Source: an optimization exercise on an open RTL-to-GDS flow (aim: small area and few clock cycles per item). Production flows keep margins and buffers that such runs may drop. Only simulation tests tie the RTL to the original design; equivalence was not proved. No activity file was given, so power comes from the tool's default toggle rates.

File: design/flow/config.mk
export PLATFORM = sky130hd
export DESIGN_NAME = axis_meta_deframer
export DESIGN_NICKNAME = axis_meta_deframer
export VERILOG_FILES = /design/flow/design.v
export SDC_FILE = /design/flow/constraint.sdc
export NUM_CORES = 4
export LEC_CHECK = 0
export CAP_MARGIN = 20
export CORE_AREA = 10 10 510 510
export DIE_AREA = 0 0 520 520
export SLEW_MARGIN = 20
File: design/flow/constraint.sdc
create_clock -name core_clock -period 5.0 [get_ports {clk}]
set_input_delay 1.0000 -clock core_clock [delete_from_list [all_inputs] [get_ports {clk}]]
set_output_delay 1.0000 -clock core_clock [all_outputs]
set_load 0.01 [all_outputs]
File: design/flow/design.v
package axis_meta_pkg;
  localparam int DATA_W = 512;
  localparam int META_W = 356;
  typedef enum logic [1:0] {HDR, PAYLOAD, DROP} dfrm_state_t;
  typedef struct packed {
    logic              last;
    logic [DATA_W-1:0] data;
  } axis_beat_t;
endpackage
module axis_skid_buf #(
  parameter int W = 8
) (
  input  logic         clk,
  input  logic         rst,
  input  logic [W-1:0] s_data,
  input  logic         s_valid,
  output logic         s_ready,
  output logic [W-1:0] m_data,
  output logic         m_valid,
  input  logic         m_ready
);
  logic [W-1:0] slot [2];
  logic         wr_ptr;
  logic         rd_ptr;
  logic [1:0]   count;
  logic         push;
  logic         pop;
  assign s_ready = (count != 2'd2);
  assign m_valid = (count != 2'd0);
  assign m_data  = slot[rd_ptr];
  assign push    = s_valid && s_ready;
  assign pop     = m_valid && m_ready;
  always_ff @(posedge clk or posedge rst) begin
    if (rst) begin
      slot[0] <= '0;
      slot[1] <= '0;
      wr_ptr  <= 1'b0;
      rd_ptr  <= 1'b0;
      count   <= 2'd0;
    end else begin
      if (push) begin
        slot[wr_ptr] <= s_data;
        wr_ptr       <= !wr_ptr;
      end
      if (pop) begin
        rd_ptr <= !rd_ptr;
      end
      count <= count + {1'b0, push} - {1'b0, pop};
    end
  end
endmodule
import axis_meta_pkg::*;
module axis_meta_deframer #(
  parameter int DATA_W    = axis_meta_pkg::DATA_W,
  parameter int META_W    = axis_meta_pkg::META_W,
  parameter int MAX_BEATS = 3
) (
  input  logic              clk,
  input  logic              rst,
  input  logic [DATA_W-1:0] s_tdata,
  input  logic              s_tvalid,
  output logic              s_tready,
  input  logic              s_tlast,
  input  logic              s_tuser,
  output logic [DATA_W-1:0] m_tdata,
  output logic              m_tvalid,
  input  logic              m_tready,
  output logic              m_tlast,
  output logic [META_W-1:0] meta_tdata,
  output logic              meta_tvalid,
  input  logic              meta_tready,
  output logic [15:0]       err_cnt,
  output logic              pad_err
);
  localparam int CW = $clog2(MAX_BEATS + 1);
  localparam logic [CW-1:0] LAST_IDX = CW'(MAX_BEATS - 1);
  axis_meta_pkg::dfrm_state_t state;
  logic [CW-1:0] beat_cnt;
  logic          acc;
  logic          push;
  logic          skid_ready;
  logic          last_slot;
  logic          pad_nz;
  logic          err_inc;
  axis_meta_pkg::axis_beat_t push_beat;
  axis_meta_pkg::axis_beat_t out_beat;
  assign last_slot = (beat_cnt == LAST_IDX);
  assign pad_nz    = |s_tdata[DATA_W-1:META_W];
  always_comb begin
    s_tready = 1'b0;
    err_inc  = 1'b0;
    case (state)
      HDR:     s_tready = !meta_tvalid || meta_tready;
      PAYLOAD: s_tready = skid_ready;
      DROP:    s_tready = 1'b1;
      default: s_tready = 1'b0;
    endcase
    acc = s_tvalid && s_tready;
    case (state)
      HDR:     err_inc = acc && (s_tlast || !s_tuser);
      PAYLOAD: err_inc = acc && (s_tuser || (!s_tlast && last_slot));
      default: err_inc = 1'b0;
    endcase
    push           = acc && (state == PAYLOAD) && !s_tuser;
    push_beat.last = s_tlast || last_slot;
    push_beat.data = s_tdata;
  end
  always_ff @(posedge clk or posedge rst) begin
    if (rst) begin
      state       <= HDR;
      beat_cnt    <= '0;
      meta_tdata  <= '0;
      meta_tvalid <= 1'b0;
      err_cnt     <= 16'd0;
      pad_err     <= 1'b0;
    end else begin
      if (err_inc && (err_cnt != 16'hFFFF)) begin
        err_cnt <= err_cnt + 16'd1;
      end
      if (meta_tvalid && meta_tready) begin
        meta_tvalid <= 1'b0;
      end
      case (state)
        HDR: begin
          if (acc && s_tuser) begin
            if (pad_nz) begin
              pad_err <= 1'b1;
            end
            if (!s_tlast) begin
              meta_tdata  <= s_tdata[META_W-1:0];
              meta_tvalid <= 1'b1;
              beat_cnt    <= '0;
              state       <= PAYLOAD;
            end
          end else if (acc && !s_tlast) begin
            state <= DROP;
          end
        end
        PAYLOAD: begin
          if (push) begin
            beat_cnt <= beat_cnt + 1'b1;
            if (s_tlast) begin
              state <= HDR;
            end else if (last_slot) begin
              state <= DROP;
            end
          end
        end
        DROP: begin
          if (acc && s_tlast) begin
            state <= HDR;
          end
        end
        default: state <= HDR;
      endcase
    end
  end
  axis_skid_buf #(
    .W ($bits(push_beat))
  ) u_skid (
    .clk     (clk),
    .rst     (rst),
    .s_data  (push_beat),
    .s_valid (push),
    .s_ready (skid_ready),
    .m_data  (out_beat),
    .m_valid (m_tvalid),
    .m_ready (m_tready)
  );
  assign m_tdata = out_beat.data;
  assign m_tlast = out_beat.last;
endmodule
File: design/flow/run.sh
#!/bin/bash
# synth_recipe.tcl (not shown) runs the flow's synth.tcl, then flattens the netlist and writes it again
# the make line also repeats each setting of config.mk as NAME=value (left out here)
make -C /OpenROAD-flow-scripts/flow DESIGN_CONFIG=/design/flow/config.mk WORK_HOME=/design/flow/orfs CLKGATE_MAP_FILE= SYNTH_SCRIPT=/design/flow/synth_recipe.tcl finish
==> results.tsv, run 1 <==
stage	metric	value	unit
setup_path	R2R cell count	5	
setup_path	Crit. End Element	output port	
worst_hold_path	HP Class	reg -> reg	
detailed_routing	DR DRC count	0	
global_route	vias in the first global route	41654	
global_route	met2 usage	29.5	%
clock_network	clock root buffer	clkbuf_16	
timing	Final Max Tran Viols	0	
setup_path	CP top delay family	buffers and inverters	
synth	Seq cells post-synth	1408	
timing	final worst path period need	4470	ps
setup_path	Setup crit start kind	register	
cells_and_area	fill count	24183	
cells_and_area	Non-Filler Instances	8653	
timing	final period utilization	89.3	%
clock_network	CTS tree	done	
timing	RSZ-0062 raised after global routing	false	
setup_path	crit path cell chain	buf_12, buf_4, mux2_2, clkdlybuf4s50_1	
clock_network	CTS clock-pin slew for the worst setup and hold paths	50	ps
worst_hold_path	hold depth	1	
run	maxcap violations	0	
floorplan	Die H	520	µm
detailed_routing	Routed Antenna Nets	0	
place	port bufs	1407	
clock_network	cts repair resizes	0	
detailed_routing	Final Routed Wirelength	247	mm
place	dpl hpwl	194	mm
global_route	GR Util met3	6.61	%
floorplan	Rows	183	
floorplan	die width	520	µm
global_route	GR Util met1	20.7	%
detailed_routing	TritonRoute pass-1 iters	5	
clock_network	H-tree depth	4	
cells_and_area	share of cells above drive strength 1	35.9	%
setup_path	WP depth	4	
detailed_routing	DR vias/cell	4.46	
setup_path	Worst path slowest cell	dfrtp_4	
synth	Synth Warn #	3	
detailed_routing	Starting DRT DRC Count	2241	
timing	Max Fclk	224	MHz
setup_path	worst-path maximum fanout	33	
cells_and_area	area delta synth->final	38.5	%
power	Max IR drop VDD	0.323	mV
place	gpl congestion	0.853	
place	placed cell count	8330	
cells_and_area	most frequent cells in the layout	dfrtp_1 (1407), clkdlybuf4s50_1 (1407), mux2_2 (1086)	
synth	post-synthesis mux area share	37.3	%
setup_path	crit-path max cell delay	850	ps
synth	Synth Area in Compound Gates	0.207	%
global_route	first-pass GRT wire length	343	mm
clock_network	number of setup buffers added after CTS	0	
synth	share of the synthesized area in the top cell type	57.6	%
timing	clock skew	44.2	ps
timing	Final Hold Fails	0	
power	Leak Pwr	0.0387	µW
synth	Async SR Flop Fraction	100	%
synth	Top FF cell, synth	dfrtp_1	
detailed_routing	DR vias	38564	
global_route	antenna violations before repair	164	
synth	syn_area_per_cell	16.6	µm²
timing	setup violators final	0	
clock_network	worst skew pair latency	810	ps
synth	Gate Count Post-Synth	3674	
cells_and_area	nets@finish	5687	
setup_path	CP required	4000	ps
synth	Post-Synth Simple-Gate Area	1.07	%
floorplan	initial core utilization	24.6	%
timing	relative max-transition margin	31.5	%
timing	Tightest Pin Transition	1030	ps
global_route	gr ovfl total	0	
synth	Cell Area, Synth	61100	µm²
global_route	gr usage total	17.5	%
status	status	no timing/DRC/antenna violations	
floorplan	Die ar.	270000	µm²
timing	setup TNS	0	ps
synth	Post-Synth XOR/XNOR Area	0.272	%
synth	main combinational cell family by area after synthesis	multiplexers	
detailed_routing	Wirelength per Cell	28.5	µm
synth	Cell variety after synth	43	
global_route	largest net degree at the start of global routing	135	
synth	Synth Area in Adders	0.0819	%
setup_path	crit path DAT	3470	ps
synth	sequential element share of the synthesized area	57.6	%
global_route	Most Used Layer, Global Route	met2	
clock_network	Clock Path Buffers	3	
clock_network	clk sinks	1408	
synth	leading area contributor after synthesis	dfrtp_1	
synth	Syn Nets	4197	
synth	Area contributors post-synth	dfrtp_1 (58%), mux2_2 (20%), mux2_4 (9.8%)	
clock_network	CTS Hold Buffers Added	0	
floorplan	Core ar.	249000	µm²
synth	EDFF count, synth	0	
power	power density cells	601	nW/µm²
setup_path	Setup CP Type	reg -> out	
setup_path	crit path buf inv count	3	
floorplan	io pins	1408	
clock_network	Num CTS Buffers	162	
worst reg2reg max path, cell delays in order, from the launching register on:
cell and delay [ps]:
dfrtp_1 570, nor3b_2 140, nor4_1 600, nand2b_4 660
buf_4 600, mux2_2 360
report_power, final:
group | switching (µW) | internal, µW
Combinational | 8570 | 11600
Sequential | 2300 | 15600
Clock | 5090 | 7710
through the flow:
| step | area (µm²) | total power (µW) | hold slack [ps] | utilization (%) | setup slack [ps] |
|---|---|---|---|---|---|
| 6_report | 84600 | 50800 | 476 | 34.0 | 534 |
| 5_1_grt | 84600 | 53300 | 491 | 34.0 | 360 |
| 4_1_cts | 84600 | 51500 | 483 | 34.0 | 362 |
| 3_5_place_dp | 78800 | 38300 | 471 | 31.7 | 821 |
| 3_3_place_gp | 78700 | 38000 | 462 | 31.7 | 436 |
| 2_1_floorplan | 61100 | 27000 | 444 | - | -15490 |
state kept, by name (all words and copies together), names as in the netlist:
register       flops
beat_cnt           2
err_cnt           16
meta_tdata       356
meta_tvalid        1
pad_err            1
state              2
u_skid.count       2
u_skid.rd_ptr      1
u_skid.slot     1026
u_skid.wr_ptr      1
cell usage after synthesis (7+ instances only):
library cell,number
nand2_1,7
buf_6,89
dfrtp_1,1408
mux2_4,400
nor4_1,49
buf_4,9
mux2_2,1086
clkbuf_1,53
nor2_1,15
mux2_1,408
buf_2,13
xor2_1,14
buf_8,40
nand4_1,15
inv_1,9
nand3_1,7
per-layer routing:
| metal | share of wire, % | up-vias |
|---|---|---|
| met2 | 48 | 1479 |
| met3 | 8.8 | 490 |
| met4 | 3.1 | 42 |
| met5 | 0.12 | - |
| met1 | 40 | 20275 |
| li1 | - | 16278 |
worst paths after layout:
path | startpoint | end | slack [ps]
max | u_skid.rd_ptr$_DFFE_PP0P_ | m_tdata[72] | 530
min | u_skid.slot[0][192]$_DFFE_PP0P_ | u_skid.slot[0][192]$_DFFE_PP0P_ | 480
max reg2reg | state[0]$_DFFE_PP0P_ | meta_tdata[29]$_DFFE_PP0P_ | 1970
min reg2reg | u_skid.slot[0][192]$_DFFE_PP0P_ | u_skid.slot[0][192]$_DFFE_PP0P_ | 480
max in group asynchronous | rst | meta_tdata[35]$_DFFE_PP0P_ | 2850
min in group asynchronous | rst | meta_tdata[172]$_DFFE_PP0P_ | 1200
final cells by class:
cell class	instances	area, µm²	area share (%)
Inverter	9	37.5	0.0443
Timing Repair Buffer	1539	15500	18.3
Clock buffer	236	4860	5.74
Clock inverter	58	953	1.13
Multi-Input combinational cell	2044	23900	28.2
Antenna cell	29	72.6	0.0857
Sequential cell	1408	35200	41.6
Tap cell	3330	4170	4.92
cell families (layout without fill, tap and decap cells):
group,count (synthesis),count (layout)
AND/OR/NAND/NOR,112,112
flip-flops,1408,1408
multiplexers,1894,1894
buffers and inverters,222,1842
adder cells (fa/ha/maj),4,4
XOR/XNOR,19,19
AO/OA/AOI/OAI,15,15
other,0,29
Testbench counts, summed over its fixed seeds: cycles 24,970, items 24,012.
==> run 2: changes to the inputs <==
--- a/design/flow/design.v
+++ b/design/flow/design.v
@@ -75,22 +75,23 @@
   localparam int CW = $clog2(MAX_BEATS + 1);
   localparam logic [CW-1:0] LAST_IDX = CW'(MAX_BEATS - 1);
+  localparam int HI_W = DATA_W - META_W;
   axis_meta_pkg::dfrm_state_t state;
-  logic [CW-1:0] beat_cnt;
-  logic          acc;
-  logic          push;
-  logic          skid_ready;
-  logic          last_slot;
-  logic          pad_nz;
-  logic          err_inc;
-  axis_meta_pkg::axis_beat_t push_beat;
-  axis_meta_pkg::axis_beat_t out_beat;
+  logic [CW-1:0]     beat_cnt;
+  logic [DATA_W-1:0] x_data;      
+  logic              x_last;
+  logic              x_vld;
+  logic [META_W-1:0] m_reg;       
+  logic [HI_W-1:0]   e_data;      
+  logic              e_last;
+  logic              sk_vld;      
+  logic acc, push, last_slot, pad_nz, err_inc, m_free, in_last;
+  logic hdr_ld, sk_ld, x_ld_in, x_ld_sk, x_keep, m_keep, e_keep;
   assign last_slot = (beat_cnt == LAST_IDX);
   assign pad_nz    = |s_tdata[DATA_W-1:META_W];
+  assign m_free    = !meta_tvalid || meta_tready;
   always_comb begin
-    s_tready = 1'b0;
-    err_inc  = 1'b0;
     case (state)
-      HDR:     s_tready = !meta_tvalid || meta_tready;
-      PAYLOAD: s_tready = skid_ready;
+      HDR:     s_tready = !sk_vld && m_free;
+      PAYLOAD: s_tready = !x_vld || (!sk_vld && m_free);
       DROP:    s_tready = 1'b1;
       default: s_tready = 1'b0;
@@ -102,7 +103,24 @@
       default: err_inc = 1'b0;
     endcase
-    push           = acc && (state == PAYLOAD) && !s_tuser;
-    push_beat.last = s_tlast || last_slot;
-    push_beat.data = s_tdata;
+  end
+  assign push    = acc && (state == PAYLOAD) && !s_tuser;
+  assign in_last = s_tlast || last_slot;
+  assign hdr_ld  = acc && (state == HDR) && s_tuser && !s_tlast;
+  assign x_ld_in = push && (!x_vld || m_tready);
+  assign sk_ld   = push && x_vld && !m_tready;
+  assign x_ld_sk = sk_vld && m_tready;
+  assign x_keep  = x_vld && !m_tready;
+  assign m_keep  = (meta_tvalid && !meta_tready) || (sk_vld && !m_tready);
+  assign e_keep  = sk_vld && !m_tready;
+  always_ff @(posedge clk) begin
+    x_data <= ({DATA_W{x_ld_in}} & s_tdata)
+            | ({DATA_W{x_ld_sk}} & {e_data, m_reg})
+            | ({DATA_W{x_keep}}  & x_data);
+    x_last <= (x_ld_in & in_last) | (x_ld_sk & e_last) | (x_keep & x_last);
+    m_reg  <= ({META_W{hdr_ld || sk_ld}} & s_tdata[META_W-1:0])
+            | ({META_W{m_keep}} & m_reg);
+    e_data <= ({HI_W{sk_ld}} & s_tdata[DATA_W-1:META_W])
+            | ({HI_W{e_keep}} & e_data);
+    e_last <= (sk_ld & in_last) | (e_keep & e_last);
   end
   always_ff @(posedge clk or posedge rst) begin
@@ -110,14 +128,15 @@
       state       <= HDR;
       beat_cnt    <= '0;
-      meta_tdata  <= '0;
+      x_vld       <= 1'b0;
+      sk_vld      <= 1'b0;
       meta_tvalid <= 1'b0;
       err_cnt     <= 16'd0;
       pad_err     <= 1'b0;
     end else begin
+      x_vld       <= x_keep || x_ld_sk || push;
+      sk_vld      <= e_keep || sk_ld;
+      meta_tvalid <= (meta_tvalid && !meta_tready) || hdr_ld;
       if (err_inc && (err_cnt != 16'hFFFF)) begin
         err_cnt <= err_cnt + 16'd1;
-      end
-      if (meta_tvalid && meta_tready) begin
-        meta_tvalid <= 1'b0;
       end
       case (state)
@@ -128,8 +147,6 @@
             end
             if (!s_tlast) begin
-              meta_tdata  <= s_tdata[META_W-1:0];
-              meta_tvalid <= 1'b1;
-              beat_cnt    <= '0;
-              state       <= PAYLOAD;
+              beat_cnt <= '0;
+              state    <= PAYLOAD;
             end
           end else if (acc && !s_tlast) begin
@@ -156,17 +173,7 @@
     end
   end
-  axis_skid_buf #(
-    .W ($bits(push_beat))
-  ) u_skid (
-    .clk     (clk),
-    .rst     (rst),
-    .s_data  (push_beat),
-    .s_valid (push),
-    .s_ready (skid_ready),
-    .m_data  (out_beat),
-    .m_valid (m_tvalid),
-    .m_ready (m_tready)
-  );
-  assign m_tdata = out_beat.data;
-  assign m_tlast = out_beat.last;
+  assign m_tdata    = x_data;
+  assign m_tlast    = x_last;
+  assign m_tvalid   = x_vld;
+  assign meta_tdata = m_reg;
 endmodule
==> design/flow/flow/run.sh (new file) <==
#!/bin/bash
# Own layout flow: the standard layout (standard.sh), with every port
# buffered by the smallest buffer cell instead of the one buffer_ports picks
# by default.  The make output goes to standard.log in the work folder; ORFS
# keeps each step's log under orfs/logs.
set -euo pipefail
export BUFFER_PORTS_ARGS="-buffer_cell sky130_fd_sc_hd__buf_1"
bash standard.sh > standard.log 2>&1
==> design/flow/standard.sh (new file) <==
#!/bin/bash
# synth_recipe.tcl (not shown) runs the flow's synth.tcl, then flattens the netlist and writes it again
# the make line also repeats each setting of config.mk as NAME=value (left out here)
make -C /OpenROAD-flow-scripts/flow DESIGN_CONFIG=/design/flow/config.mk WORK_HOME=/design/flow/orfs CLKGATE_MAP_FILE= SYNTH_SCRIPT=/design/flow/synth_recipe.tcl "${@:-finish}"
removed: design/flow/run.sh
==> results.tsv, run 2 <==
stage	metric	value	unit	change
clock_network	clock root buffer	clkbuf_16		
detailed_routing	DR vias	35077		-9.0%
clock_network	CTS Hold Buffers Added	0		unchanged
clock_network	clk sinks	1050		-25%
global_route	vias in the first global route	33523		-20%
clock_network	H-tree depth	3		-1
synth	Top FF cell, synth	dfxtp_1		
synth	syn_area_per_cell	10.1	µm²	-39%
synth	Cell variety after synth	47		+9.3%
cells_and_area	commonest non-fill, non-tap cell in the layout	buf_1		
setup_path	Worst R2R Setup Slack	2120	ps	+150 ps
setup_path	CP required	4000	ps	about the same
detailed_routing	DR vias/cell	4.20		-5.7%
floorplan	initial core utilization	14.5	%	-10 points
cells_and_area	register area	21100	µm²	-40%
synth	leading area contributor after synthesis	dfxtp_1		
cells_and_area	most frequent cells in the layout	buf_1 (1407), nand2_1 (1028), dfxtp_1 (1026)		
setup_path	worst-path maximum fanout	11		-67%
synth	Seq cells post-synth	1050		-25%
setup_path	Crit. End Element	output port		
clock_network	cts repair resizes	0		unchanged
synth	top-count cell post-synth	nand2_1		
detailed_routing	Starting DRT DRC Count	3399		+52%
cells_and_area	area delta synth->final	36.1	%	
global_route	gr usage total	15.9	%	-1.6 points
floorplan	Die ar.	270000	µm²	unchanged
synth	Async SR Flop Fraction	2.29	%	-98 points
setup_path	crit path DAT	2370	ps	-1100 ps
cells_and_area	post-layout util	19.7	%	-14 points
floorplan	Die H	520	µm	unchanged
floorplan	io pins	1408		unchanged
detailed_routing	DR DRC count	0		unchanged
timing	RSZ-0062 raised after global routing	false		
timing	Final Hold Fails	0		unchanged
timing	final worst path period need	3370	ps	-1100 ps
worst_hold_path	HP Class	in -> async		
timing	Max Fclk	297	MHz	+33%
cells_and_area	share of cells above drive strength 1	5.96	%	-30 points
synth	Cell Area, Synth	35900	µm²	-41%
cells_and_area	Largest register FFs	512		-50%
power	power density cells	461	nW/µm²	-23%
run	maxcap violations	0		unchanged
floorplan	Rows	183		unchanged
detailed_routing	Routed Antenna Nets	0		unchanged
clock_network	Clock Path Buffers	3		unchanged
setup_path	R2R cell count	6		+1
timing	final period utilization	67.3	%	-22 points
setup_path	reg-to-reg startpoint	meta_tvalid$_DFF_PP0_		
place	gpl congestion	0.951		+12%
synth	Synth Warn #	1		-2
synth	synth cell count leaders	nand2_1 (1028), dfxtp_1 (1026), a22oi_1 (513), a22o_1 (512), clkbuf_1 (128)		
place	port bufs	1407		unchanged
global_route	largest net degree at the start of global routing	159		+18%
synth	Syn Nets	4069		-3.0%
synth	Gate Count Post-Synth	3548		-3.4%
timing	post-route setup slack	1630	ps	+1100 ps
clock_network	worst skew pair latency	770	ps	-40 ps
floorplan	die width	520	µm	unchanged
synth	Area contributors post-synth	dfxtp_1 (57%), a22o_1 (12%), nand2_1 (11%)		
power	Leak Pwr	0.0189	µW	-51%
cells_and_area	area of the multi-input gates	13200	µm²	-44%
cells_and_area	nets@finish	5388		-5.3%
place	dpl hpwl	189	mm	-2.5%
floorplan	Core ar.	249000	µm²	unchanged
global_route	antenna violations before repair	168		+2.4%
timing	Final Max Tran Viols	0		unchanged
detailed_routing	Final Routed Wirelength	229	mm	-7.1%
setup_path	Setup CP Type	reg -> out		
synth	EDFF count, synth	0		unchanged
clock_network	CTS clock-pin slew for the worst setup and hold paths	60	ps	about the same
setup_path	r2r endpoint	m_reg[353]$_DFF_P_		
timing	clock skew	51.5	ps	+7.29 ps
timing	setup TNS	0	ps	unchanged
clock_network	number of setup buffers added after CTS	0		unchanged
detailed_routing	Wirelength per Cell	27.4	µm	-3.7%
global_route	first-pass GRT wire length	303	mm	-12%
clock_network	CTS tree	done		
timing	relative max-transition margin	22.6	%	-8.9 points
global_route	gr ovfl total	0		unchanged
timing	Tightest Pin Transition	1160	ps	+134 ps
detailed_routing	TritonRoute pass-1 iters	8		+3
place	dpl ws	1210	ps	+386 ps
cells_and_area	fill count	27844		+15%
synth	sequential element share of the synthesized area	58.8	%	+1.2 points
setup_path	Setup crit start kind	register		
synth	share of the synthesized area in the top cell type	57.1	%	-0.50 points
power	Max IR drop VDD	0.287	mV	-11%
status	status	no timing/DRC/antenna violations		
timing	setup violators final	0		unchanged
clock_network	Num CTS Buffers	113		-30%
-- run 2: area by class of cell --
| class | instances | area share, % |
|---|---|---|
| Inverter | 8 | 0.0614 |
| Tap cell | 3330 | 8.52 |
| Antenna cell | 52 | 0.266 |
| Timing Repair Buffer | 1492 | 12.7 |
| Multi-Input combinational cell | 2202 | 27.1 |
| Clock buffer | 168 | 6.84 |
| Clock inverter | 45 | 1.33 |
| Sequential cell | 1050 | 43.2 |
-- run 2: power breakdown --
part           internal, µW  switching, µW  total (µW)
Clock                  5140           3760        8900
Combinational          1040           2790        3830
Sequential             9220            615        9830
Total                 15400           7170       22600
-- run 2: stage by stage --
step	cells	cell area [µm²]	hold WS, ps	power [µW]
after floorplan	3548	35900	426	11800
after global placement	8082	44800	447	13800
after detailed placement	8082	44800	451	13900
after CTS	8295	48800	218	22800
after global routing	8308	48800	281	23500
final	8347	48900	287	22600
-- run 2: kinds of logic after synthesis --
kind of cell | synth area share, %
xor gates and xnor gates | 0.341
buffers and inverters | 4.41
muxes | 0.0940
DFF | 58.8
AOI/OAI and AO/OA | 23.6
adders and majority gates | 0.0696
and+or+nand+nor | 12.7
-- run 2: per-layer routing --
| layer | share of wire, % | track usage [%] | wire length [µm] | vias up |
|---|---|---|---|---|
| met5 | 0.22 | 0 | 511 | - |
| met4 | 4.5 | 6.19 | 10300 | 78 |
| met2 | 46 | 26.3 | 107000 | 2020 |
| met1 | 37 | 17.3 | 83700 | 16986 |
| met3 | 12 | 7.91 | 28100 | 457 |
| li1 | - | - | - | 15536 |
-- run 2: worst max-delay path by stage --
| stage | cells past startpoint | slack, ps | endpoint | start |
|---|---|---|---|---|
| 2_1_floorplan | 4 | 2290 | s_tready | meta_tready |
| 3_3_place_gp | 7 | 1290 | m_reg[346]$_DFF_P_ | meta_tready |
| 3_5_place_dp | 7 | 1210 | m_reg[353]$_DFF_P_ | meta_tready |
| 4_1_cts | 4 | 1450 | s_tready | meta_tvalid$_DFF_PP0_ |
| 5_1_grt | 4 | 1440 | s_tready | meta_tvalid$_DFF_PP0_ |
| 6_report | 4 | 1630 | s_tready | meta_tvalid$_DFF_PP0_ |
-- run 2: critical path, stage by stage (launching register included) --
cell and delay, ps:
dfrtp_1 460, nor2b_1 210, o22ai_2 450, mux2_2 280, buf_1 230
Testbench counts of run 2, summed over its fixed seeds: cycles 25,971, items 24,012.
==> run 3: changes to the inputs <==
==> design/flow/run.sh (new file) <==
#!/bin/bash
# synth_recipe.tcl (not shown) runs the flow's synth.tcl, then flattens the netlist and writes it again
# the make line also repeats each setting of config.mk as NAME=value (left out here)
make -C /OpenROAD-flow-scripts/flow DESIGN_CONFIG=/design/flow/config.mk WORK_HOME=/design/flow/orfs CLKGATE_MAP_FILE= SYNTH_SCRIPT=/design/flow/synth_recipe.tcl finish
removed: design/flow/flow/run.sh
removed: design/flow/standard.sh
==> results.tsv, run 3 <==
stage	metric	value	unit	change
timing	post-route setup slack	914	ps	-720 ps
worst_hold_path	HP Class	reg -> reg		
cells_and_area	area delta synth->final	60.6	%	
setup_path	crit path DAT	3090	ps	+720 ps
detailed_routing	TritonRoute pass-1 iters	5		-3
power	power density cells	417	nW/µm²	-9.6%
synth	Syn Nets	4069		unchanged
floorplan	Rows	183		unchanged
timing	Final Hold Fails	0		unchanged
clock_network	clk sinks	1050		unchanged
synth	Seq cells post-synth	1050		unchanged
clock_network	CTS clock-pin slew for the worst setup and hold paths	60	ps	about the same
global_route	largest net degree at the start of global routing	159		unchanged
synth	share of the synthesized area in the top cell type	57.1	%	unchanged
cells_and_area	nets@finish	5380		-0.15%
power	Max IR drop VDD	0.291	mV	+1.5%
detailed_routing	DR DRC count	0		unchanged
worst_hold_path	hold depth	2		
floorplan	Die H	520	µm	unchanged
floorplan	initial core utilization	14.5	%	unchanged
floorplan	Core ar.	249000	µm²	unchanged
setup_path	Setup crit start kind	primary input		
clock_network	clock root buffer	clkbuf_16		
clock_network	CTS Hold Buffers Added	0		unchanged
timing	Tightest Pin Transition	1140	ps	-18.9 ps
synth	sequential element share of the synthesized area	58.8	%	unchanged
place	placed cell count	8068		-0.17%
synth	top-count cell post-synth	nand2_1		
cells_and_area	post-layout util	23.2	%	+3.5 points
setup_path	Setup CP Type	in -> out		
setup_path	Worst path slowest cell	clkdlybuf4s50_1		
cells_and_area	fin area	57700	µm²	+18%
power	Comb power frac	21.4	%	+4.4 points
synth	Area contributors post-synth	dfxtp_1 (57%), a22o_1 (12%), nand2_1 (11%)		
timing	setup violators final	0		unchanged
global_route	vias in the first global route	33683		+0.48%
worst_hold_path	hold path start	m_reg[104]$_DFF_P_		
place	dpl hpwl	192	mm	+1.5%
synth	EDFF count, synth	0		unchanged
setup_path	Top cell by count, worst path	clkdlybuf4s50_1		
synth	syn_area_per_cell	10.1	µm²	unchanged
cells_and_area	most frequent cells in the layout	clkdlybuf4s50_1 (1407), nand2_1 (1028), dfxtp_1 (1026)		
power	Leak Pwr	0.0223	µW	+18%
power	NetSw	7410	µW	+3.3%
synth	Cell Area, Synth	35900	µm²	unchanged
status	status	no timing/DRC/antenna violations		
setup_path	CP Launch Point	meta_tready		
setup_path	CP required	4000	ps	about the same
cells_and_area	fill count	26837		-3.6%
setup_path	worst-path maximum fanout	3		-8
setup_path	Crit. End Element	output port		
clock_network	Num CTS Buffers	119		+5.3%
detailed_routing	Wirelength per Cell	28.5	µm	+3.7%
detailed_routing	DR vias	34975		-0.29%
timing	setup TNS	0	ps	unchanged
detailed_routing	DR vias/cell	4.20		about the same
global_route	gr ovfl total	0		unchanged
clock_network	number of setup buffers added after CTS	0		unchanged
setup_path	crit-path max cell delay	570	ps	+110 ps
timing	final period utilization	81.7	%	+14 points
global_route	first-pass GRT wire length	312	mm	+3.0%
global_route	gr usage total	16.4	%	+0.54 points
synth	leading area contributor after synthesis	dfxtp_1		
timing	RSZ-0062 raised after global routing	false		
synth	Async SR Flop Fraction	2.29	%	unchanged
cells_and_area	Non-Filler Instances	8323		-0.29%
power	Reg power frac	40.9	%	-2.7 points
power	Clock power frac	37.7	%	-1.8 points
synth	Gate Count Post-Synth	3548		unchanged
setup_path	reg-to-reg startpoint	meta_tvalid$_DFF_PP0_		
setup_path	crit path cell chain	clkdlybuf4s50_1, nor2b_1, o22ai_2, mux2_2, clkdlybuf4s50_1		
cells_and_area	Largest register FFs	512		unchanged
synth	synth cell count leaders	nand2_1 (1028), dfxtp_1 (1026), a22oi_1 (513), a22o_1 (512), clkbuf_1 (128)		
power	Pint	16700	µW	+8.2%
cells_and_area	share of cells above drive strength 1	5.77	%	-0.19 points
cells_and_area	commonest non-fill, non-tap cell in the layout	clkdlybuf4s50_1		
place	Post-DP Area	53600	µm²	+20%
detailed_routing	Routed Antenna Nets	0		unchanged
synth	Synth Warn #	1		unchanged
timing	Max Fclk	245	MHz	-18%
detailed_routing	Starting DRT DRC Count	3137		-7.7%
timing	Final Max Tran Viols	0		unchanged
run	maxcap violations	0		unchanged
power	sw frac	30.8	%	-1.0 points
place	dpl ws	908	ps	-299 ps
detailed_routing	Final Routed Wirelength	237	mm	+3.4%
setup_path	R2R cell count	8		+2
place	gpl congestion	0.931		-2.1%
floorplan	die width	520	µm	unchanged
global_route	antenna violations before repair	150		-11%
synth	Top FF cell, synth	dfxtp_1		
clock_network	CTS tree	done		
synth	Cell variety after synth	47		unchanged
timing	clock skew	68.6	ps	+17.1 ps
floorplan	Die ar.	270000	µm²	unchanged
clock_network	cts repair resizes	0		unchanged
timing	relative max-transition margin	23.9	%	+1.3 points
clock_network	H-tree depth	3		unchanged
place	port bufs	1407		unchanged
timing	final worst path period need	4090	ps	+720 ps
clock_network	Clock Path Buffers	3		unchanged
clock_network	worst skew pair latency	790	ps	+20 ps
floorplan	io pins	1408		unchanged
[run 3: cell types whose count changed in the layout (fill, tap and decap cells not counted), sizes merged]
cell and delta:
inv -1, clkbuf -3, bufinv -1, clkdlybuf4s50 +1407, buf -1421, diode -13, clkinv +8
[run 3: cell type report]
cell class,count,area [µm²],area share (%)
Antenna cell,39,97.6,0.169
Multi-Input combinational cell,2202,13200,22.9
Clock inverter,51,682,1.18
Clock buffer,165,3380,5.86
Sequential cell,1050,21100,36.6
Inverter,8,30.0,0.0520
Timing Repair Buffer,1478,15000,26.0
Tap cell,3330,4170,7.22
[run 3: worst max-delay path: cells and delay by family]
kind / cells / cell delay [ps]
buffers and inverters: 2 / 1070
AND/OR/NAND/NOR: 1 / 500
multiplexers: 1 / 340
AO/OA/AOI/OAI: 1 / 170
[run 3: cell families after synthesis]
logic type,Yosys count,synth area share (%)
AOI/OAI and AO/OA,1043,23.6
xor gates and xnor gates,14,0.341
adders and majority gates,2,0.0696
buffers and inverters,296,4.41
DFF,1050,58.8
muxes,3,0.0940
and+or+nand+nor,1140,12.7
[run 3: through the flow]
step,power [µW],hold slack [ps]
after floorplan,11800,426
after global placement,15100,441
after detailed placement,15200,451
after CTS,24400,447
after global routing,25000,483
final,24100,460
[run 3: layer usage]
| metal | part of all wire, % | track usage [%] |
|---|---|---|
| met1 | 37 | 18.2 |
| met5 | 0.21 | 0 |
| met2 | 48 | 28.0 |
| met3 | 12 | 7.62 |
| met4 | 3.3 | 4.87 |
[run 3: path summary, 6_finish.rpt]
kind,slack [ps],endpoint
worst max-delay path,910,s_tready
worst min-delay path,460,x_data[104]$_DFF_P_
worst max register to register,2230,x_data[224]$_DFF_P_
worst min register to register,460,x_data[104]$_DFF_P_
max in group asynchronous,3910,err_cnt[9]$_DFFE_PP0P_
min in group asynchronous,650,pad_err$_DFFE_PP0P_
[run 3: power by group through the flow]
| stage | Combinational [µW] | Clock, µW | Sequential [µW] |
|---|---|---|---|
| after floorplan | 1550 | 0 | 10200 |
| after global placement | 5180 | 0 | 9960 |
| after detailed placement | 5200 | 0 | 10000 |
| after CTS | 5220 | 9350 | 9830 |
| after global routing | 5450 | 9640 | 9930 |
| final | 5150 | 9090 | 9840 |
==> run 4: changes to the inputs <==
==> design/flow/flow/run.sh (new file) <==
#!/bin/bash
# Own layout flow: the standard layout (standard.sh), with every port
# buffered by the smallest buffer cell instead of the one buffer_ports picks
# by default, and a clock tree with larger sink clusters and no dummy loads.
# The make output goes to standard.log in the work folder; ORFS keeps each
# step's log under orfs/logs.
set -euo pipefail
export BUFFER_PORTS_ARGS="-buffer_cell sky130_fd_sc_hd__buf_1"
export CTS_ARGS="-sink_clustering_enable -repair_clock_nets -dont_use_dummy_load -sink_clustering_size 30 -sink_clustering_max_diameter 100"
bash standard.sh > standard.log 2>&1
==> design/flow/standard.sh (new file) <==
#!/bin/bash
# synth_recipe.tcl (not shown) runs the flow's synth.tcl, then flattens the netlist and writes it again
# the make line also repeats each setting of config.mk as NAME=value (left out here)
make -C /OpenROAD-flow-scripts/flow DESIGN_CONFIG=/design/flow/config.mk WORK_HOME=/design/flow/orfs CLKGATE_MAP_FILE= SYNTH_SCRIPT=/design/flow/synth_recipe.tcl "${@:-finish}"
removed: design/flow/run.sh
==> results.tsv, run 4 <==
stage	metric	value	unit	change
floorplan	die width	520	µm	unchanged
synth	sequential element share of the synthesized area	58.8	%	unchanged
global_route	vias in the first global route	32706		-2.9%
detailed_routing	DR vias/cell	4.22		+0.43%
clock_network	H-tree depth	2		-1
synth	Syn Nets	4069		unchanged
power	Power Total	18200	µW	-24%
synth	share of the synthesized area in the top cell type	57.1	%	unchanged
cells_and_area	share of cells above drive strength 1	3.31	%	-2.5 points
floorplan	io pins	1408		unchanged
setup_path	Worst path slowest cell	dfrtp_1		
place	dpl hpwl	189	mm	-1.5%
detailed_routing	Routed Antenna Nets	0		unchanged
detailed_routing	Wirelength per Cell	27.7	µm	-2.8%
global_route	gr ovfl total	0		unchanged
timing	clock skew	91.7	ps	+23.1 ps
synth	Top FF cell, synth	dfxtp_1		
cells_and_area	commonest non-fill, non-tap cell in the layout	buf_1		
cells_and_area	Largest register FFs	512		unchanged
setup_path	crit path cell chain	nor2b_1, o22ai_2, mux2_2, buf_1		
synth	synth cell count leaders	nand2_1 (1028), dfxtp_1 (1026), a22oi_1 (513), a22o_1 (512), clkbuf_1 (128)		
setup_path	crit path buf inv count	1		-1
floorplan	Rows	183		unchanged
setup_path	worst-path maximum fanout	11		+8
worst_hold_path	HP Class	in -> async		
cells_and_area	most frequent cells in the layout	buf_1 (1407), nand2_1 (1028), dfxtp_1 (1026)		
timing	relative max-transition margin	26.1	%	+2.3 points
place	port bufs	1407		unchanged
synth	Cell Area, Synth	35900	µm²	unchanged
clock_network	CTS Hold Buffers Added	0		unchanged
synth	syn_area_per_cell	10.1	µm²	unchanged
detailed_routing	metal1 wirelength	82.8	mm	-5.8%
cells_and_area	Non-Filler Instances	8184		-1.7%
power	Max IR drop VDD	0.250	mV	-14%
status	status	no timing/DRC/antenna violations		
detailed_routing	met2 WL	104	mm	-7.9%
global_route	first-pass GRT wire length	299	mm	-4.2%
power	power density cells	394	nW/µm²	-5.5%
detailed_routing	TritonRoute pass-1 iters	8		+3
timing	setup TNS	0	ps	unchanged
clock_network	cts repair resizes	0		unchanged
global_route	largest net degree at the start of global routing	159		unchanged
timing	Final Max Tran Viols	0		unchanged
timing	RSZ-0062 raised after global routing	false		
detailed_routing	DR DRC count	0		unchanged
cells_and_area	nets@finish	5326		-1.0%
setup_path	CP top delay family	flip-flops		
timing	final period utilization	66.9	%	-15 points
detailed_routing	Top Metal Used	met5		
synth	Area contributors post-synth	dfxtp_1 (57%), a22o_1 (12%), nand2_1 (11%)		
clock_network	clock root buffer	clkbuf_16		
setup_path	Setup crit start kind	register		
clock_network	number of setup buffers added after CTS	0		unchanged
setup_path	Crit. End Element	output port		
global_route	gr usage total	15.7	%	-0.78 points
detailed_routing	met3 wire len	27.5	mm	-0.35%
timing	final worst path period need	3350	ps	-740 ps
timing	Final Hold Fails	0		unchanged
synth	leading area contributor after synthesis	dfxtp_1		
floorplan	Die H	520	µm	unchanged
clock_network	CTS tree	done		
setup_path	Setup CP Type	reg -> out		
clock_network	worst skew pair latency	710	ps	-80 ps
detailed_routing	Final Routed Wirelength	226	mm	-4.5%
timing	setup violators final	0		unchanged
detailed_routing	Starting DRT DRC Count	3401		+8.4%
floorplan	Die ar.	270000	µm²	unchanged
synth	Synth Warn #	1		unchanged
synth	top-count cell post-synth	nand2_1		
clock_network	CTS clock-pin slew for the worst setup and hold paths	110	ps	+50 ps
global_route	antenna violations before repair	168		+12%
setup_path	CP required	4000	ps	about the same
timing	Tightest Pin Transition	1110	ps	-34.1 ps
clock_network	Clock Path Buffers	3		unchanged
synth	Cell variety after synth	47		unchanged
setup_path	crit-path max cell delay	460	ps	-110 ps
power	Leak Pwr	0.0176	µW	-21%
floorplan	initial core utilization	14.5	%	unchanged
cells_and_area	fill count	28049		+4.5%
synth	Seq cells post-synth	1050		unchanged
clock_network	clk sinks	1050		unchanged
detailed_routing	DR vias	34539		-1.2%
clock_network	Num CTS Buffers	51		-57%
floorplan	Core ar.	249000	µm²	unchanged
run	maxcap violations	0		unchanged
place	gpl congestion	0.951		+2.1%
synth	EDFF count, synth	0		unchanged
synth	Async SR Flop Fraction	2.29	%	unchanged
synth	Gate Count Post-Synth	3548		unchanged
place	placed cell count	8082		+0.17%
setup_path	crit path DAT	2350	ps	-740 ps
timing	Max Fclk	299	MHz	+22%
cells_and_area	area delta synth->final	28.5	%	
-- run 4: path summary, 6_finish.rpt --
| kind | start | end | slack, ps | cells past startpoint |
|---|---|---|---|---|
| worst max-delay path | meta_tvalid$_DFF_PP0_ | s_tready | 1650 | 4 |
| worst min-delay path | rst | pad_err$_DFFE_PP0P_ | 330 | 2 |
| worst max register to register | meta_tvalid$_DFF_PP0_ | m_reg[324]$_DFF_P_ | 2130 | 6 |
| worst min register to register | e_data[31]$_DFF_P_ | x_data[387]$_DFF_P_ | 420 | 2 |
| max in group asynchronous | rst | beat_cnt[1]$_DFFE_PP0P_ | 4220 | 2 |
| min in group core_clock | e_data[31]$_DFF_P_ | x_data[387]$_DFF_P_ | 420 | 2 |
-- run 4: layout make-up --
type,instances,area (µm²),area share (%)
Antenna cell,51,128,0.276
Tap cell,3330,4170,9.02
Inverter,8,30.0,0.0650
Sequential cell,1050,21100,45.8
Multi-Input combinational cell,2202,13200,28.7
Timing Repair Buffer,1492,6190,13.4
Clock buffer,51,1280,2.76
-- run 4: power by group --
| group | leakage [µW] | total [µW] | internal (µW) | switching, µW |
|---|---|---|---|---|
| clock | 0.000629 | 4550 | 1810 | 2740 |
| sequential | 0.00862 | 9820 | 9210 | 611 |
| combinational | 0.00835 | 3830 | 1040 | 2780 |
| total | 0.0176 | 18200 | 12100 | 6130 |
-- run 4: kinds of logic after synthesis --
group / after synthesis / synth area share, %
and+or+nand+nor: 1140 / 12.7
DFF: 1050 / 58.8
AOI/OAI and AO/OA: 1043 / 23.6
buffers and inverters: 296 / 4.41
xor gates and xnor gates: 14 / 0.341
muxes: 3 / 0.0940
adders and majority gates: 2 / 0.0696
-- run 4: per-stage QoR --
| stage | setup slack [ps] | utilization [%] | hold WS [ps] | cell area [µm²] |
|---|---|---|---|---|
| global route | 1500 | 18.5 | 326 | 46100 |
| detailed placement | 1210 | 18.0 | 451 | 44800 |
| CTS | 1520 | 18.5 | 271 | 46100 |
| finish | 1650 | 18.6 | 327 | 46200 |
| global placement | 1290 | 18.0 | 447 | 44800 |
| floorplan | 2290 | - | 426 | 35900 |
-- run 4: metal layers --
| layer | track usage [%] | vias to the layer above |
|---|---|---|
| met4 | 6.65 | 72 |
| met3 | 7.53 | 406 |
| met2 | 25.7 | 1999 |
| li1 | - | 15303 |
| met5 | 0 | - |
| met1 | 17.2 | 16759 |
==> run 5: changes to the inputs <==
--- a/design/flow/flow/run.sh
+++ b/design/flow/flow/run.sh
@@ -7,4 +7,4 @@
 set -euo pipefail
 export BUFFER_PORTS_ARGS="-buffer_cell sky130_fd_sc_hd__buf_1"
-export CTS_ARGS="-sink_clustering_enable -repair_clock_nets -dont_use_dummy_load -sink_clustering_size 30 -sink_clustering_max_diameter 100"
+export CTS_ARGS="-sink_clustering_enable -repair_clock_nets -dont_use_dummy_load -sink_clustering_size 24 -sink_clustering_max_diameter 80"
 bash standard.sh > standard.log 2>&1
==> results.tsv, run 5 <==
stage	metric	value	unit	change
synth	Top FF cell, synth	dfxtp_1		
floorplan	Rows	183		unchanged
synth	Gate Count Post-Synth	3548		unchanged
synth	Cell variety after synth	47		unchanged
timing	setup TNS	0	ps	unchanged
clock_network	clock root buffer	clkbuf_16		
place	gpl congestion	0.951		unchanged
timing	clock skew	108	ps	+16.5 ps
synth	EDFF count, synth	0		unchanged
detailed_routing	metal1 wirelength	83.4	mm	+0.68%
timing	RSZ-0062 raised after global routing	false		
timing	relative max-transition margin	29.3	%	+3.2 points
clock_network	cts repair resizes	0		unchanged
synth	Syn Nets	4069		unchanged
synth	Seq cells post-synth	1050		unchanged
clock_network	Clock Path Buffers	3		unchanged
cells_and_area	register area	21100	µm²	unchanged
power	Max IR drop VDD	0.280	mV	+12%
setup_path	Setup crit start kind	register		
global_route	first-pass GRT wire length	300	mm	+0.35%
clock_network	worst skew pair latency	730	ps	+20 ps
detailed_routing	Top Metal Used	met5		
setup_path	crit path DAT	2330	ps	-20 ps
cells_and_area	area of the multi-input gates	13200	µm²	unchanged
clock_network	Num CTS Buffers	67		+31%
floorplan	io pins	1408		unchanged
detailed_routing	DR vias	34724		+0.54%
detailed_routing	TritonRoute pass-1 iters	6		-2
synth	synth cell count leaders	nand2_1 (1028), dfxtp_1 (1026), a22oi_1 (513), a22o_1 (512), clkbuf_1 (128)		
clock_network	CTS clock-pin slew for the worst setup and hold paths	80	ps	-30 ps
global_route	largest net degree at the start of global routing	159		unchanged
cells_and_area	nets@finish	5342		+0.30%
clock_network	CTS Hold Buffers Added	0		unchanged
place	dpl hpwl	189	mm	unchanged
synth	Async SR Flop Fraction	2.29	%	unchanged
detailed_routing	met2 WL	104	mm	-0.47%
synth	Area contributors post-synth	dfxtp_1 (57%), a22o_1 (12%), nand2_1 (11%)		
status	status	no timing/DRC/antenna violations		
timing	Final Hold Fails	0		unchanged
setup_path	CP required	4000	ps	about the same
synth	share of the synthesized area in the top cell type	57.1	%	unchanged
timing	Min Hold Slack	341	ps	+14.2 ps
run	maxcap violations	0		unchanged
worst_hold_path	HP Class	in -> async		
clock_network	clk sinks	1050		unchanged
timing	Final Max Tran Viols	0		unchanged
detailed_routing	DR vias/cell	4.23		+0.25%
synth	sequential element share of the synthesized area	58.8	%	unchanged
synth	Synth Warn #	1		unchanged
clock_network	number of setup buffers added after CTS	0		unchanged
floorplan	Die ar.	270000	µm²	unchanged
synth	leading area contributor after synthesis	dfxtp_1		
setup_path	Setup CP Type	reg -> out		
detailed_routing	Starting DRT DRC Count	3378		-0.68%
global_route	antenna violations before repair	165		-1.8%
cells_and_area	commonest non-fill, non-tap cell in the layout	buf_1		
timing	setup violators final	0		unchanged
power	Leak Pwr	0.0178	µW	+1.1%
cells_and_area	most frequent cells in the layout	buf_1 (1407), nand2_1 (1028), dfxtp_1 (1026)		
detailed_routing	met3 wire len	27.5	mm	about the same
global_route	gr usage total	15.8	%	+0.10 points
synth	top-count cell post-synth	nand2_1		
detailed_routing	DR DRC count	0		unchanged
cells_and_area	fill count	28031		-0.064%
global_route	gr ovfl total	0		unchanged
clock_network	CTS tree	done		
clock_network	H-tree depth	3		+1
cells_and_area	share of cells above drive strength 1	3.63	%	+0.32 points
setup_path	Crit. End Element	output port		
synth	Cell Area, Synth	35900	µm²	unchanged
timing	Tightest Pin Transition	1060	ps	-43.5 ps
floorplan	Core ar.	249000	µm²	unchanged
detailed_routing	Final Routed Wirelength	227	mm	+0.37%
detailed_routing	Wirelength per Cell	27.7	µm	about the same
timing	final worst path period need	3330	ps	-17.5 ps
floorplan	Die H	520	µm	unchanged
global_route	vias in the first global route	32930		+0.68%
cells_and_area	area delta synth->final	29.6	%	
synth	syn_area_per_cell	10.1	µm²	unchanged
floorplan	initial core utilization	14.5	%	unchanged
power	power density cells	406	nW/µm²	+3.0%
place	port bufs	1407		unchanged
detailed_routing	Routed Antenna Nets	0		unchanged
floorplan	die width	520	µm	unchanged
timing	final period utilization	66.6	%	-0.35 points
cells_and_area	Largest register FFs	512		unchanged
setup_path	worst-path maximum fanout	11		unchanged
timing	Max Fclk	300	MHz	+0.52%
==> run 5: cell counts after synthesis <==
No cell type changed its count.
==> run 5: path summary, 6_finish.rpt <==
kind / from / endpoint / slack [ps] / depth (start not counted)
min in group core_clock: e_data[125]$_DFF_P_ / x_data[481]$_DFF_P_ / 400 / 2
setup reg to reg: state[0]$_DFFE_PP0P_ / m_reg[324]$_DFF_P_ / 2090 / 6
setup / recovery: state[0]$_DFFE_PP0P_ / s_tready / 1670 / 4
max in group asynchronous: rst / beat_cnt[1]$_DFFE_PP0P_ / 4140 / 2
hold reg to reg: e_data[125]$_DFF_P_ / x_data[481]$_DFF_P_ / 400 / 2
hold / removal: rst / pad_err$_DFFE_PP0P_ / 340 / 2
==> run 5: where the power goes <==
group | switching (µW) | internal (µW) | total, µW
clock | 2890 | 2380 | 5270
sequential | 612 | 9200 | 9820
combinational | 2790 | 1040 | 3830
total | 6290 | 12600 | 18900
==> run 5: stage by stage <==
| step | setup slack [ps] | util (%) | cell area (µm²) | instances | total power [µW] |
|---|---|---|---|---|---|
| after floorplan | 2290 | - | 35900 | 3548 | 11800 |
| after global placement | 1290 | 18.0 | 44800 | 8082 | 13800 |
| after detailed placement | 1210 | 18.0 | 44800 | 8082 | 13900 |
| after CTS | 1580 | 18.7 | 46500 | 8149 | 19100 |
| after global routing | 1510 | 18.7 | 46500 | 8162 | 19700 |
| final | 1670 | 18.7 | 46600 | 8207 | 18900 |
==> run 5: logic make-up (layout without fill, tap and decap cells) <==
| kind of cell | Yosys count | count (layout) | share of synthesized area (%) |
|---|---|---|---|
| xor+xnor | 14 | 14 | 0.341 |
| compound gates | 1043 | 1043 | 23.6 |
| buf+inv | 296 | 1567 | 4.41 |
| fa+ha+maj | 2 | 2 | 0.0696 |
| flops | 1050 | 1050 | 58.8 |
| other cells | 0 | 58 | 0 |
| mux | 3 | 3 | 0.0940 |
| simple gates | 1140 | 1140 | 12.7 |
==> run 5: area by class of cell <==
| cell class | instances | share of cell area, % |
|---|---|---|
| diodes | 58 | 0.311 |
| inverters | 8 | 0.0644 |
| repair buffers | 1492 | 13.3 |
| clock buffers | 67 | 3.60 |
| well taps | 3330 | 8.94 |
| multi-input cells | 2202 | 28.4 |
| flip-flops and latches | 1050 | 45.4 |
==> run 5: layer usage <==
metal  global-route usage (%)  up-vias
li1                         -    15350
met1                     17.4    16804
met2                     25.8     2070
met3                     7.35      428
met4                     7.13       72
met5                        0        -
==> run 5: worst max-delay path, stage by stage (launching register included) <==
cell and delay (ps):
dfrtp_1 480, inv_2 120, o22ai_2 490, mux2_2 290, buf_1 240

==> port drivers added, routing unchanged <==
In the flow no input, the clock included, has a driving cell. The finished layouts below were timed again as built, in two steps. Step 1, drivers: a clkbuf_16 drives clk and a buf_2 each remaining input, both assumed. Step 2, shift: input delay + t, output delay - t, t = (earliest + latest rising clock arrival at the registers) / 2. This alone moves slack from input paths to output paths. Slacks: ideal ports / drivers / drivers and shift; pairs: ideal ports / drivers.
run | t, ns | setup WS [ns] | worst hold slack (ns) | slew at the worst register clock pin (ns)
run 1 | 0.888 | 0.534 / 0.429 / 0.878 | 0.476 / 0.476 / 0.476 | 0.07 / 0.07
run 2 | 0.848 | 1.635 / 1.534 / 1.351 | 0.287 / 0.226 / 0.446 | 0.08 / 0.08
run 3 | 0.864 | 0.914 / 0.890 / 0.890 | 0.460 / 0.460 / 0.460 | 0.07 / 0.07
run 4 | 0.775 | 1.655 / 1.554 / 1.380 | 0.327 / 0.266 / 0.419 | 0.12 / 0.12
run 5 | 0.778 | 1.672 / 1.568 / 1.335 | 0.341 / 0.276 / 0.396 | 0.10 / 0.10
After both steps every run listed still meets setup and hold. For run 5, which loses most, drivers alone change the setup slack by -0.104 ns; drivers and shift together by -0.337 ns.
